From an optimization exercise on the open Yosys and OpenROAD flow, aimed at small area, a short achievable clock period and few clock cycles per item; shortcuts taken in it are not production practice.
Where RTL was checked, it was by simulation tests only, not by an equivalence proof against the original.
No activity file was given, so power comes from the tool's default toggle rates.

Setup of PW:
Design time_ordered_event_queue, start of the top module:
module time_ordered_event_queue
#(
   parameter int DEPTH = 16
) (
   input  wire logic                  clock,
   input  wire logic                  reset,
   input  wire logic                  req_valid,
   output logic                       req_stall,
   input  wire logic                  req_operation,
   input  wire logic [toeq_pkg::TimeWidth-1:0]  req_event_key_time,
   input  wire logic                  req_event_kind,
   input  wire logic [toeq_pkg::IdentWidth-1:0] req_event_ident,
   output logic                       rsp_valid,
   input  wire logic                  rsp_stall,
   output logic                       rsp_head_valid,
   output logic [toeq_pkg::TimeWidth-1:0]       rsp_head_time,
   output logic                       rsp_head_kind,
   output logic [toeq_pkg::IdentWidth-1:0]      rsp_head_ident,
   output logic [toeq_pkg::FillWidth-1:0]       rsp_fill_count,
   output logic [1:0]                 rsp_status
);
Settings: LEC_CHECK=0, ABC_CLOCK_PERIOD_IN_PS=2500, CAP_MARGIN=20, CORE_MARGIN=2, CORE_UTILIZATION=40, SETUP_SLACK_MARGIN=2.0, SLEW_MARGIN=20; clock period 4.5 ns.
run.sh (not shown) runs the stock make flow with config.mk's settings and CLKGATE_MAP_FILE= SYNTH_SCRIPT=/design/flow/synth_recipe.tcl, a recipe that flattens the netlist after the stock synthesis.
Relative to PW, the following input files were edited for MS:
- removing ABC_CLOCK_PERIOD_IN_PS (formerly 2500)
- removing SETUP_SLACK_MARGIN (formerly 2.0)
==> summary.txt <==
In the metrics for MS and PW, the one carrying the lower fmax is PW.
Compared with PW, in MS non-clock buffer instance count of the final layout -323, post-layout minimum cycle time lower, maximum ir drop on the vdd rail fell by 4.9%, total power went up by 0.34 mW.
No run of this note included a check of the RTL's function; only the layout flow was run.


v24:
The RTL this note starts from:
==> flow/design.v <==
`default_nettype none
package toeq_pkg;
   localparam int TimeWidth  = 32;
   localparam int IdentWidth = 16;
   localparam int FillWidth  = 5;
   localparam int EntryWidth = TimeWidth + 1 + IdentWidth;
   typedef enum logic {
      OP_INSERT = 1'b0,
      OP_REMOVE = 1'b1
   } op_type;
   typedef enum logic [1:0] {
      ST_OK    = 2'd0,
      ST_FULL  = 2'd1,
      ST_EMPTY = 2'd2
   } status_type;
endpackage
`default_nettype wire
`default_nettype none
module toeq_cell
(
   input  wire logic                              clock,
   input  wire logic                              write,
   input  wire logic [toeq_pkg::EntryWidth-1:0]   new_entry,
   output logic      [toeq_pkg::EntryWidth-1:0]   entry
);
   logic [toeq_pkg::EntryWidth-1:0] entry_ff;
   always_ff @(posedge clock) begin
      if (write) begin
         entry_ff <= new_entry;
      end
   end
   assign entry = entry_ff;
endmodule
`default_nettype wire
`default_nettype none
module time_ordered_event_queue
#(
   parameter int DEPTH = 16
) (
   input  wire logic                  clock,
   input  wire logic                  reset,
   input  wire logic                  req_valid,
   output logic                       req_stall,
   input  wire logic                  req_operation,
   input  wire logic [toeq_pkg::TimeWidth-1:0]  req_event_key_time,
   input  wire logic                  req_event_kind,
   input  wire logic [toeq_pkg::IdentWidth-1:0] req_event_ident,
   output logic                       rsp_valid,
   input  wire logic                  rsp_stall,
   output logic                       rsp_head_valid,
   output logic [toeq_pkg::TimeWidth-1:0]       rsp_head_time,
   output logic                       rsp_head_kind,
   output logic [toeq_pkg::IdentWidth-1:0]      rsp_head_ident,
   output logic [toeq_pkg::FillWidth-1:0]       rsp_fill_count,
   output logic [1:0]                 rsp_status
);
   localparam int EW = toeq_pkg::EntryWidth;
   localparam int TW = toeq_pkg::TimeWidth;
   localparam int CountWidth = $clog2(DEPTH + 1);
   logic                  r0_valid;
   logic                  r0_ins;      
   logic                  r0_rem;      
   toeq_pkg::status_type  r0_status;
   logic [DEPTH-1:0]      r0_slot;     
   logic [DEPTH-1:0]      r0_lt;       
   logic [DEPTH-1:0][EW-1:0]        slot;
   logic [DEPTH-1:0]                slot_valid;
   logic [DEPTH-1:0][DEPTH-1:0]     ahead_ff;  
   logic [DEPTH-1:0][DEPTH-1:0]     ahead;     
   logic [DEPTH-1:0]                head_oh;
   logic [CountWidth-1:0]           count_ff;
   logic                            empty_ff, one_ff, fifteen_ff;
   logic [DEPTH-1:0]                next_slot;  
   logic                            next_head;  
   logic [DEPTH-1:0]                write_slot;
   logic                  s2_valid;
   toeq_pkg::status_type  s2_status;
   logic                  rsp_valid_ff;
   logic                  rsp_head_valid_ff;
   logic [EW-1:0]         rsp_head_ff;
   logic [CountWidth-1:0] rsp_count_ff;
   toeq_pkg::status_type  rsp_status_ff;
   logic                  full_ff;     
   logic                  rsp_take, s2_move, exec, r0_load, accept;
   logic                  r0_valid_in, s2_valid_in, rsp_valid_in;
   logic                  is_full, ins_ok, rem_ok, full_in, empty_in;
   logic                  r0_ins_in, r0_rem_in;
   logic [DEPTH-1:0]      slot_valid_in, head_oh_in, next_slot_in;
   logic [DEPTH-1:0]      avail, avail_low, behind, second_oh, rest;
   logic                  new_is_head;
   logic [CountWidth-1:0] count_in;
   logic [DEPTH-1:0]      cmp;
   logic [EW-1:0]         head_data;
   function automatic logic time_lt(input logic [TW-1:0] a, input logic [TW-1:0] b);
      logic [TW-1:0] g, p;
      g = ~a & b;
      p = ~a | b;
      for (int w = 1; w < TW; w = w * 2) begin
         for (int k = 0; k + w < TW; k = k + 2 * w) begin
            g[k] = g[k+w] | (p[k+w] & g[k]);
            p[k] = p[k+w] & p[k];
         end
      end
      time_lt = g[0];
   endfunction
   assign rsp_take  = rsp_valid_ff && !rsp_stall;
   assign s2_move   = s2_valid && (!rsp_valid_ff || rsp_take);
   assign req_stall = full_ff && rsp_stall;
   assign r0_load   = !(r0_valid && s2_valid && rsp_valid_ff && rsp_stall);
   assign exec      = r0_valid && r0_load;
   assign accept    = req_valid && r0_load;
   assign r0_valid_in  = accept || (r0_valid && !exec);
   assign s2_valid_in  = exec || (s2_valid && !s2_move);
   assign rsp_valid_in = s2_move || (rsp_valid_ff && !rsp_take);
   assign is_full = count_ff[CountWidth-1];
   assign ins_ok  = r0_valid && r0_ins;
   assign rem_ok  = r0_valid && r0_rem;
   always_comb begin
      count_in = count_ff;
      if (ins_ok) count_in = count_ff + 1'b1;
      if (rem_ok) count_in = count_ff - 1'b1;
   end
   assign full_in  = is_full ? !rem_ok : (fifteen_ff && ins_ok);
   assign empty_in = empty_ff ? !ins_ok : (one_ff && rem_ok);
   assign behind      = slot_valid & ~r0_lt;
   assign new_is_head = (behind == '0);
   assign rest = slot_valid & ~head_oh;
   for (genvar j = 0; j < DEPTH; j++) begin : g_order
      for (genvar k = 0; k < DEPTH; k++) begin : g_pair
         if (j < k) begin : g_upper
            assign ahead[j][k] = ahead_ff[j][k];
            always_ff @(posedge clock) begin
               if (r0_load && ins_ok && r0_slot[j]) begin
                  ahead_ff[j][k] <= r0_lt[k];
               end else if (r0_load && ins_ok && r0_slot[k]) begin
                  ahead_ff[j][k] <= !r0_lt[j];
               end
            end
         end else if (j > k) begin : g_lower
            assign ahead[j][k] = !ahead_ff[k][j];
         end else begin : g_diag
            assign ahead[j][k] = 1'b0;
         end
      end
      always_comb begin
         second_oh[j] = rest[j];
         for (int k = 0; k < DEPTH; k++) begin
            if (rest[k] && ahead[k][j]) second_oh[j] = 1'b0;
         end
      end
   end
   always_comb begin
      slot_valid_in = slot_valid;
      head_oh_in    = head_oh;
      if (ins_ok) begin
         slot_valid_in = slot_valid | r0_slot;
         if (new_is_head) head_oh_in = r0_slot;
      end
      if (rem_ok) begin
         slot_valid_in = slot_valid & ~head_oh;
         head_oh_in    = second_oh;
      end
   end
   assign r0_ins_in = req_valid && req_operation == toeq_pkg::OP_INSERT && !full_in;
   assign r0_rem_in = req_valid && req_operation == toeq_pkg::OP_REMOVE && !empty_in;
   assign write_slot = next_slot | (next_head ? head_oh : '0);
   assign avail = ~slot_valid_in & ~(r0_ins_in ? write_slot : '0);
   for (genvar j = 0; j < DEPTH; j++) begin : g_free
      if (j == 0) begin : g_first
         assign avail_low[j] = avail[j];
      end else begin : g_rest
         assign avail_low[j] = avail[j] && !(|avail[j-1:0]);
      end
   end
   for (genvar j = 0; j < DEPTH; j++) begin : g_slot
      toeq_cell u_cell (
         .clock     (clock),
         .write     (r0_load && write_slot[j]),
         .new_entry ({req_event_key_time, req_event_kind, req_event_ident}),
         .entry     (slot[j])
      );
      assign cmp[j] = time_lt(req_event_key_time, slot[j][EW-1 -: TW]);
   end
   always_comb begin
      head_data = '0;
      for (int j = 0; j < DEPTH; j++) head_data = head_data | ({EW{head_oh[j]}} & slot[j]);
   end
   assign next_slot_in = avail_low;
   always_ff @(posedge clock) begin
      if (reset) begin
         slot_valid <= '0;
         head_oh    <= '0;
         next_slot  <= DEPTH'(1);
         next_head  <= 1'b0;
      end else if (r0_load) begin
         slot_valid <= slot_valid_in;
         head_oh    <= head_oh_in;
         next_slot  <= next_slot_in;
         next_head  <= !(|avail) && r0_rem_in;
      end
   end
   always_ff @(posedge clock) begin
      if (reset) begin
         r0_valid     <= 1'b0;
         count_ff     <= '0;
         empty_ff     <= 1'b1;
         one_ff       <= 1'b0;
         fifteen_ff   <= 1'b0;
         s2_valid     <= 1'b0;
         rsp_valid_ff <= 1'b0;
         full_ff      <= 1'b0;
      end else begin
         r0_valid     <= r0_valid_in;
         if (r0_load) begin
            count_ff   <= count_in;
            empty_ff   <= empty_in;
            one_ff     <= (count_in == CountWidth'(1));
            fifteen_ff <= (count_in == CountWidth'(DEPTH - 1));
         end
         s2_valid     <= s2_valid_in;
         rsp_valid_ff <= rsp_valid_in;
         full_ff      <= r0_valid_in && s2_valid_in && rsp_valid_in;
      end
   end
   always_ff @(posedge clock) begin
      if (r0_load) begin
         r0_ins  <= r0_ins_in;
         r0_rem  <= r0_rem_in;
         r0_slot <= write_slot;
         r0_lt   <= cmp;
         if (req_operation == toeq_pkg::OP_INSERT) begin
            r0_status <= full_in ? toeq_pkg::ST_FULL : toeq_pkg::ST_OK;
         end else begin
            r0_status <= empty_in ? toeq_pkg::ST_EMPTY : toeq_pkg::ST_OK;
         end
      end
      if (exec) begin
         s2_status <= r0_status;
      end
      if (s2_move) begin
         rsp_head_valid_ff <= !empty_ff;
         rsp_head_ff       <= head_data;
         rsp_count_ff      <= count_ff;
         rsp_status_ff     <= s2_status;
      end
   end
   assign rsp_valid      = rsp_valid_ff;
   assign rsp_head_valid = rsp_head_valid_ff;
   assign rsp_head_time  = rsp_head_ff[EW-1 -: TW];
   assign rsp_head_kind  = rsp_head_ff[toeq_pkg::IdentWidth];
   assign rsp_head_ident = rsp_head_ff[toeq_pkg::IdentWidth-1:0];
   assign rsp_fill_count = rsp_count_ff;
   assign rsp_status     = rsp_status_ff;
endmodule
`default_nettype wire
export LEC_CHECK = 0
export ABC_AREA = 1
export CAP_MARGIN = 20
export CORE_MARGIN = 2
export CORE_UTILIZATION = 40
export CTS_CLUSTER_DIAMETER = 80
export CTS_CLUSTER_SIZE = 25
export SETUP_SLACK_MARGIN = 2.1
export SLEW_MARGIN = 20
create_clock -name core_clock -period 4.5 [get_ports {clock}]
standard.sh (not shown) runs the stock make flow with config.mk's settings and CLKGATE_MAP_FILE= SYNTH_SCRIPT=/design/flow/synth_recipe.tcl, a recipe that flattens the netlist after the stock synthesis.
==> flow/flow/run.sh <==
#!/bin/bash
# Standard layout, except that the port buffers are sky130_fd_sc_hd__buf_4 cells
# (resizable like any buffer) instead of the flow's default pick.
set -euo pipefail
export BUFFER_PORTS_ARGS="-buffer_cell sky130_fd_sc_hd__buf_4"
bash standard.sh > standard.log 2>&1
Testbench counts of v24, summed over its fixed seeds: cycles 16,024, requests 16,000.
#### Input delta (v50 over v24)
- swapping 2.1 for 2.5 in SETUP_SLACK_MARGIN
- swapping 40 for 50 in CORE_UTILIZATION
Notes after the runs:
No stage failed in v50, and the final checks on the layout all came back clean. Of the two values seen for cell type of the slowest stage on the worst timing path, sky130_fd_sc_hd__edfxtp_1 was produced by v50 and sky130_fd_sc_hd__or2_2 by v24. Diff v24 -> v50: final cell utilization of the core up 14 points; total routed wirelength up 2.6%; fraction of standard cell area that is sequential down 2.2 points; total power of the final layout down about 0.7%. The highest metal layer with signal wires comes out met4 in one run and met5 in the other, namely in v50 and v24 respectively. Relative to v24, the clock-buffer cell count measured on v50 has increased by a few percent. Count of multi-input gates: v50 vs v24, no meaningful difference. Compared with v24, final cell count without fillers in v50 decreased by a few percent. v50: number of cells traversed by the worst hold path higher than v24.
Modified inputs, v37 compared to v50
- a change of CORE_UTILIZATION from 50 to 55
- a change of SETUP_SLACK_MARGIN from 2.5 to 2.65
--- outcome ---
- Compared to v50, the router laid down more metal wire for v37.
- The final reports for v37 and v50 show portion of the clock cycle consumed by the worst path in the final layout lower in the former.
- Lower minimum setup slack in the final design goes to v50 over v37.
- Utilization after layout for v37 is higher than for v50.
- Comparing time the final worst path needs with I/O delays and setup for v50 and v37, the smaller number came from v37.
- In the flow results for v50 and v37, the multi-input gate share of total cell area is larger on v37.
- Max arrival time at the worst endpoint across v50 and v37: v50
- From v50 to v37 the numbers moved as follows: design area moved up; wire length of the first global-routing pass +about 2.2%.

[separate check: timing with driven ports]
Ports are ideal in the flow. The routed layouts listed here were re-timed in OpenROAD. Step 1, drivers: a clkbuf_16 drives clock and a buf_2 each remaining input, both assumed. Step 2 moves the port delays by t, midway between the first and last clock arrival at a register: inputs arrive t later, outputs are due t later. That takes back most of the time a late clock gives input paths. Slacks: no drivers / after step 1 / after step 2; pairs: no drivers / after step 1.
run	t (ns)	setup WS [ns]	worst setup path after step 2	clock arrival spread, ns	pins driven straight from the clock port
PW	0.770	0.144 / 0.144 / 0.144	register to register	0.055 / 0.056	1
MS	0.781	0.164 / 0.164 / 0.164	register to register	0.077 / 0.077	1
v24	0.817	2.020 / 2.059 / 1.242	input to register	0.072 / 0.072	1
v50	0.785	2.198 / 2.124 / 1.644	input to register	0.036 / 0.036	1
v37	0.768	2.336 / 2.259 / 1.727	input to register	0.039 / 0.039	1
After both steps every run listed still meets setup and hold. For v24, which loses most, drivers alone change the setup slack by +0.039 ns; drivers and shift together by -0.778 ns.
